Background: an optimization exercise with open tools, aiming at small area. Do not read the settings as production practice. The RTL was checked by simulation tests, not by an equivalence proof against the original design. Power and IR drop assume default switching activity.

==> inputs of run a <==
==> flow/design.v <==
package ram_pkg;
    localparam logic [2:0] CYC_OPA = 3'd4;
    localparam logic [2:0] CYC_SRC = 3'd6;
    localparam logic [2:0] CYC_EXE = 3'd6;
    localparam logic [2:0] CYC_X3  = 3'd7;
    localparam logic [3:0] OP_WRM = 4'h0;
    localparam logic [3:0] OP_WMP = 4'h1;
    localparam logic [3:0] OP_SBM = 4'h8;
    localparam logic [3:0] OP_RDM = 4'h9;
    localparam logic [3:0] OP_ADM = 4'hB;
    localparam logic [3:0] SLOT_STAT = 4'd8;
    localparam logic [3:0] SLOT_OUT  = 4'd10;
    function automatic logic op_reads_mem(input logic [3:0] op);
        op_reads_mem = (op == OP_SBM) || (op == OP_RDM) || (op == OP_ADM);
    endfunction
    function automatic logic op_writes_status(input logic [3:0] op);
        op_writes_status = op[3:2] == 2'b01;
    endfunction
    function automatic logic op_reads_status(input logic [3:0] op);
        op_reads_status = op[3:2] == 2'b11;
    endfunction
endpackage
module ram_chip
#(
    parameter int CHIP_ID = 0
) (
    input  logic        clock,
    input  logic        reset,
    input  logic [2:0]  cyc,
    input  logic        cmd_n,
    input  logic [3:0]  data_i,
    input  logic [31:0] wd,
    input  logic        wb_hit,
    input  logic        wb_wr,
    input  logic [3:0]  wb_sel,
    input  logic [3:0]  wb_slot,
    output logic [3:0]  data_o,
    output logic        data_en,
    output logic [3:0]  out,
    output logic [31:0] row
);
    localparam logic [1:0] ID = 2'(CHIP_ID);
    logic        sel;
    logic        src;
    logic [1:0]  reg_addr;
    logic [3:0]  char_addr;
    logic [3:0]  inst;
    logic        inst_active;
    logic [31:0] mem_row [8];
    logic [31:0] stat_row [2];
    logic        exec;
    logic        cpu_wr_mem;
    logic        cpu_wr_st;
    logic        cpu_wr_out;
    logic [3:0]  cpu_row;
    logic [2:0]  cpu_nib;
    logic [9:0]  row_en;
    logic [7:0]  nib_en;
    logic        out_en;
    logic [3:0]  raddr;
    logic [10:0] rsel;
    assign exec       = (cyc == ram_pkg::CYC_EXE) && inst_active;
    assign cpu_wr_mem = exec && (inst == ram_pkg::OP_WRM);
    assign cpu_wr_out = exec && (inst == ram_pkg::OP_WMP);
    assign cpu_wr_st  = exec && ram_pkg::op_writes_status(inst);
    assign cpu_row    = inst[2] ? {3'b100, reg_addr[1]} : {1'b0, reg_addr, char_addr[3]};
    assign cpu_nib    = inst[2] ? {reg_addr[0], inst[1:0]} : char_addr[2:0];
    always_ff @(posedge clock) begin
        if (reset) begin
            sel         <= 1'b0;
            src         <= 1'b0;
            reg_addr    <= 2'd3;
            char_addr   <= 4'hF;
            inst        <= 4'h0;
            inst_active <= 1'b0;
        end else begin
            if (cyc == ram_pkg::CYC_SRC && !cmd_n) begin
                if (data_i[3:2] == ID) begin
                    sel      <= 1'b1;
                    src      <= 1'b1;
                    reg_addr <= data_i[1:0];
                end else begin
                    sel <= 1'b0;
                    src <= 1'b0;
                end
            end
            if (cyc == ram_pkg::CYC_X3 && cmd_n) begin
                inst_active <= 1'b0;
                if (src) begin
                    char_addr <= data_i;
                    src       <= 1'b0;
                end
            end
            if (cyc == ram_pkg::CYC_OPA && !cmd_n && sel) begin
                inst        <= data_i;
                inst_active <= 1'b1;
            end
        end
    end
    always_comb begin
        for (int r = 0; r < 8; r++) begin
            row_en[r] = (cpu_wr_mem && cpu_row[2:0] == 3'(r)) ||
                        (wb_wr && wb_slot == 4'(r));
        end
        for (int r = 8; r < 10; r++) begin
            row_en[r] = (cpu_wr_st && cpu_row[0] == 1'(r - 8)) ||
                        (wb_wr && wb_slot == 4'(r));
        end
        for (int j = 0; j < 8; j++) begin
            nib_en[j] = cyc[0] ? wb_sel[j / 2] : (cpu_nib == 3'(j));
        end
        out_en = reset || cpu_wr_out ||
                 (wb_wr && wb_slot == ram_pkg::SLOT_OUT && wb_sel[0]);
    end
    always_ff @(posedge clock) begin
        for (int r = 0; r < 8; r++) begin
            for (int j = 0; j < 8; j++) begin
                if (reset || (row_en[r] && nib_en[j])) begin
                    mem_row[r][4*j +: 4] <= wd[4*j +: 4];
                end
            end
        end
        for (int r = 0; r < 2; r++) begin
            for (int j = 0; j < 8; j++) begin
                if (reset || (row_en[8 + r] && nib_en[j])) begin
                    stat_row[r][4*j +: 4] <= wd[4*j +: 4];
                end
            end
        end
        if (out_en) begin
            out <= wd[3:0];
        end
    end
    assign raddr = cyc[0] ? (wb_hit ? wb_slot : 4'hF) : cpu_row;
    always_comb begin
        for (int r = 0; r < 11; r++) begin
            rsel[r] = (raddr == 4'(r));
        end
        row = {28'h0, {4{rsel[10]}} & out};
        for (int r = 0; r < 8; r++) begin
            row = row | ({32{rsel[r]}} & mem_row[r]);
        end
        for (int r = 0; r < 2; r++) begin
            row = row | ({32{rsel[8 + r]}} & stat_row[r]);
        end
    end
    always_comb begin
        data_en = exec && (ram_pkg::op_reads_mem(inst) || ram_pkg::op_reads_status(inst));
        data_o  = data_en ? row[4*cpu_nib +: 4] : 4'h0;
    end
endmodule
module ram_array
#(
    parameter int NUM_BANKS      = 1,
    parameter int CHIPS_PER_BANK = 2
) (
    input  logic                                  clock,
    input  logic                                  reset,
    input  logic [3:0]                            data_i,
    output logic [3:0]                            data_o,
    output logic                                  data_en,
    input  logic                                  sync,
    input  logic [NUM_BANKS-1:0]                  cmd_n,
    output logic [4*NUM_BANKS*CHIPS_PER_BANK-1:0] out,
    input  logic [31:0]                           wb_data_i,
    input  logic [31:0]                           wb_addr_i,
    input  logic [3:0]                            wb_sel_i,
    input  logic                                  wb_cyc_i,
    input  logic                                  wb_strobe_i,
    input  logic                                  wb_we_i,
    output logic [31:0]                           wb_data_o,
    output logic                                  wb_ack_o
);
    localparam int NCHIP = NUM_BANKS * CHIPS_PER_BANK;
    logic [2:0]       cyc;
    logic             wb_go;
    logic [25:0]      wb_chip;
    logic [3:0]       wb_slot;
    logic [NCHIP-1:0] wb_hit;
    logic [NCHIP-1:0] chip_en;
    logic [3:0]       chip_data [NCHIP];
    logic [31:0]      chip_row [NCHIP];
    logic [31:0]      wd;
    logic [31:0]      rd_word;
    logic             unused_ok;
    assign unused_ok = ^{sync, wb_addr_i[1:0]};
    assign wb_go   = (cyc == ram_pkg::CYC_X3) && wb_cyc_i && wb_strobe_i && !wb_ack_o;
    assign wb_chip = wb_addr_i[31:6];
    assign wb_slot = wb_addr_i[5:2];
    assign wd = reset ? 32'h0 : (cyc[0] ? wb_data_i : {8{data_i}});
    always_ff @(posedge clock) begin
        if (reset) begin
            cyc <= 3'd0;
        end else begin
            cyc <= cyc + 3'd1;
        end
    end
    always_ff @(posedge clock) begin
        if (reset) begin
            wb_ack_o <= 1'b0;
        end else begin
            wb_ack_o <= wb_go;
        end
    end
    for (genvar b = 0; b < NUM_BANKS; b++) begin : g_bank
        for (genvar c = 0; c < CHIPS_PER_BANK; c++) begin : g_chip
            localparam int K = b * CHIPS_PER_BANK + c;
            assign wb_hit[K] = wb_go && (wb_chip == 26'(K));
            ram_chip #(
                .CHIP_ID(c)
            ) u_chip (
                .clock   (clock),
                .reset   (reset),
                .cyc     (cyc),
                .cmd_n   (cmd_n[b]),
                .data_i  (data_i),
                .wd      (wd),
                .wb_hit  (wb_hit[K]),
                .wb_wr   (wb_hit[K] && wb_we_i),
                .wb_sel  (wb_sel_i),
                .wb_slot (wb_slot),
                .data_o  (chip_data[K]),
                .data_en (chip_en[K]),
                .out     (out[4*K +: 4]),
                .row     (chip_row[K])
            );
        end
    end
    always_comb begin
        data_o  = 4'h0;
        rd_word = 32'h0;
        for (int k = 0; k < NCHIP; k++) begin
            data_o  = data_o | chip_data[k];
            rd_word = rd_word | chip_row[k];
        end
        data_en = |chip_en;
    end
    always_ff @(posedge clock) begin
        if (reset) begin
            wb_data_o <= 32'h0;
        end else if (wb_go) begin
            wb_data_o <= rd_word;
        end
    end
endmodule
==> flow/run.sh <==
#!/bin/bash
# synth_recipe.tcl (not shown) runs the flow's synth.tcl, then flattens the netlist and writes it again
# the make line also repeats each setting of config.mk as NAME=value (left out here)
make -C /OpenROAD-flow-scripts/flow DESIGN_CONFIG=/design/flow/config.mk WORK_HOME=/design/flow/orfs CLKGATE_MAP_FILE= SYNTH_SCRIPT=/design/flow/synth_recipe.tcl finish
==> flow/config.mk <==
export PLATFORM = sky130hd
export DESIGN_NAME = ram_array
export DESIGN_NICKNAME = ram_array
export VERILOG_FILES = /design/flow/design.v
export SDC_FILE = /design/flow/constraint.sdc
export NUM_CORES = 4
export LEC_CHECK = 0
export ABC_AREA = 1
export CAP_MARGIN = 20
export CORE_MARGIN = 2
export CORE_UTILIZATION = 25
export PLACE_DENSITY = 0.35
export SLEW_MARGIN = 20
==> flow/constraint.sdc <==
create_clock -name core_clock -period 8.0 [get_ports {clock}]
set_input_delay 1.6000 -clock core_clock [delete_from_list [all_inputs] [get_ports {clock}]]
set_output_delay 1.6000 -clock core_clock [all_outputs]
set_load 0.01 [all_outputs]
==> run b (differences from run a) <==
--- a/flow/design.v
+++ b/flow/design.v
@@ -33,3 +33,3 @@
     input  logic        wb_hit,
-    input  logic        wb_wr,
+    input  logic        wb_we,
     input  logic [3:0]  wb_sel,
@@ -58,4 +58,7 @@
     logic [7:0]  nib_en;
+    logic [9:0]  row_ok;
+    logic [7:0]  nib_ok;
     logic        out_en;
     logic [3:0]  raddr;
+    logic        wr_any;
     logic [10:0] rsel;
@@ -100,9 +103,5 @@
     always_comb begin
-        for (int r = 0; r < 8; r++) begin
-            row_en[r] = (cpu_wr_mem && cpu_row[2:0] == 3'(r)) ||
-                        (wb_wr && wb_slot == 4'(r));
-        end
-        for (int r = 8; r < 10; r++) begin
-            row_en[r] = (cpu_wr_st && cpu_row[0] == 1'(r - 8)) ||
-                        (wb_wr && wb_slot == 4'(r));
+        wr_any = cyc[0] ? wb_we : (cpu_wr_mem || cpu_wr_st);
+        for (int r = 0; r < 10; r++) begin
+            row_en[r] = wr_any && rsel[r];
         end
@@ -111,4 +110,6 @@
         end
+        row_ok = row_en | {10{reset}};
+        nib_ok = nib_en | {8{reset}};
         out_en = reset || cpu_wr_out ||
-                 (wb_wr && wb_slot == ram_pkg::SLOT_OUT && wb_sel[0]);
+                 (cyc[0] && wb_we && rsel[10] && wb_sel[0]);
     end
@@ -117,3 +118,3 @@
             for (int j = 0; j < 8; j++) begin
-                if (reset || (row_en[r] && nib_en[j])) begin
+                if (row_ok[r] && nib_ok[j]) begin
                     mem_row[r][4*j +: 4] <= wd[4*j +: 4];
@@ -124,3 +125,3 @@
             for (int j = 0; j < 8; j++) begin
-                if (reset || (row_en[8 + r] && nib_en[j])) begin
+                if (row_ok[8 + r] && nib_ok[j]) begin
                     stat_row[r][4*j +: 4] <= wd[4*j +: 4];
@@ -138,2 +139,4 @@
         end
+    end
+    always_comb begin
         row = {28'h0, {4{rsel[10]}} & out};
@@ -189,3 +192,4 @@
     assign wb_slot = wb_addr_i[5:2];
-    assign wd = reset ? 32'h0 : (cyc[0] ? wb_data_i : {8{data_i}});
+    assign wd = ({32{cyc[0] && !reset}} & wb_data_i) |
+                ({32{!cyc[0] && !reset}} & {8{data_i}});
     always_ff @(posedge clock) begin
@@ -218,3 +222,3 @@
                 .wb_hit  (wb_hit[K]),
-                .wb_wr   (wb_hit[K] && wb_we_i),
+                .wb_we   (wb_we_i),
                 .wb_sel  (wb_sel_i),
==> flow/flow/run.sh (new file) <==
#!/bin/bash
# Layout flow: the standard flow (standard.sh) with three changes:
#  - synthesis is the standard flow's own script, except that ABC maps the logic with its
#    area mapper (flow/abc_area.script) instead of the ORFS delay script;
#  - ports are buffered with sky130_fd_sc_hd__buf_1;
#  - CTS clusters more sinks per buffer and inserts no dummy loads.
# Each step's full output goes to a log of its own in the work folder.
set -euo pipefail
W=$(pwd)
F=$W/flow

# Synthesis: synth_recipe.tcl with the abc call pointed at the area script
{
  printf 'proc abc {args} { set i [lsearch $args -script]; lset args [expr {$i + 1}] %s; yosys abc {*}$args }\n' "$F/abc_area.script"
  cat "$W/synth_recipe.tcl"
} > "$W/area_synth.tcl"
bash "$W/standard.sh" "SYNTH_SCRIPT=$W/area_synth.tcl" synth > "$W/synth.log" 2>&1

CTS="-sink_clustering_enable -repair_clock_nets -dont_use_dummy_load"
CTS="$CTS -sink_clustering_size 18 -sink_clustering_max_diameter 55"
CTS="$CTS -buf_list {sky130_fd_sc_hd__clkbuf_8}"

bash "$W/standard.sh" \
  "BUFFER_PORTS_ARGS=-buffer_cell sky130_fd_sc_hd__buf_1" \
  "CTS_ARGS=$CTS" \
  finish > "$W/layout.log" 2>&1
==> flow/flow/abc_area.script (new file) <==
strash
dc2
dch -f
amap
topo
==> flow/standard.sh (new file) <==
#!/bin/bash
# synth_recipe.tcl (not shown) runs the flow's synth.tcl, then flattens the netlist and writes it again
# the make line also repeats each setting of config.mk as NAME=value (left out here)
make -C /OpenROAD-flow-scripts/flow DESIGN_CONFIG=/design/flow/config.mk WORK_HOME=/design/flow/orfs CLKGATE_MAP_FILE= SYNTH_SCRIPT=/design/flow/synth_recipe.tcl "${@:-finish}"
Settings changed: ABC_AREA 1 to not set, CAP_MARGIN 20 to 10, CORE_UTILIZATION 25 to 75, PLACE_DENSITY 0.35 to 0.85, SLEW_MARGIN 20 to 0.
removed: flow/run.sh
==> qor summary <==
| quantity | run a | run b |
|---|---|---|
| Outcome | complete, no violations | complete, no violations |
| Layout area overhead | 21.37% | 9.951% |
| Detailed placer's ending HPWL | 83780 um | 54150 um |
| Distinct cells, synth | 37 | 39 |
| Post-route fraction of the period consumed by the critical path | 0.9535 | 0.9735 |
| Gate power share | 0.054 | 0.090 |
| Routed vias | 22600 | 18950 |
| Die Outline Area | 124300 um^2 | 36930 um^2 |
| Critical-path maximum fanout | 9 | 17 |
| Worst Clk Skew | 0.01795 ns | 0.07316 ns |
| Length of the first detailed-routing pass in iterations | 5 | 10 |
| Global-route wire length before repair | 168900 um | 117700 um |
| Total instance count after detailed placement | 4559 | 2325 |
| Met3 Usage GRT | 0.03596 | 0.1765 |
| Final core utilization | 0.3066 | 0.8411 |
| Achievable frequency | 131.1 MHz | 128.4 MHz |
| Sequential cell power | 4.39 mW | 4.41 mW |
| Non-clock buffer contribution to total cell area | 0.05863 | 0.04152 |
| Final antenna diode count | 0 | 5 |
| Detail Route met2 WL | 54120 um | 35700 um |
| Post-synthesis instance area | 30390 um^2 | 26560 um^2 |
| Pin count of the biggest net entering global routing | 104 | 60 |
| Well-Tap Cells | 1612 | 455 |
| Origin of the worst setup path | wb_addr_i[19] | wb_addr_i[18] |

static timing again, ports no longer ideal:
In the flow no input, the clock included, has a driving cell. The finished layouts below were timed again as built, in two steps.
Step 1 (the two cells are an assumption about what drives the block):
set clk [get_ports {clock}]
set_driving_cell -lib_cell sky130_fd_sc_hd__clkbuf_16 $clk
set_driving_cell -lib_cell sky130_fd_sc_hd__buf_2 [delete_from_list [all_inputs] $clk]
Step 2, shift: input delay + t, output delay - t, t = (earliest + latest rising clock arrival at the registers) / 2. This alone moves slack from input paths to output paths.
Three values: no drivers, after step 1, after step 2; two values: the first two.
run	shift t [ns]	setup WS [ns]	hold WS [ns]	worst register clock-pin slew, ns
run a	0.728	0.372 / 0.343 / 0.343	0.474 / 0.474 / 0.474	0.06 / 0.06
run b	0.698	0.212 / 0.190 / 0.190	0.524 / 0.524 / 0.524	0.11 / 0.11
After both steps setup and hold are still met in every run listed. For run a, which loses most, drivers alone change the setup slack by -0.029 ns; drivers and shift together by -0.029 ns.
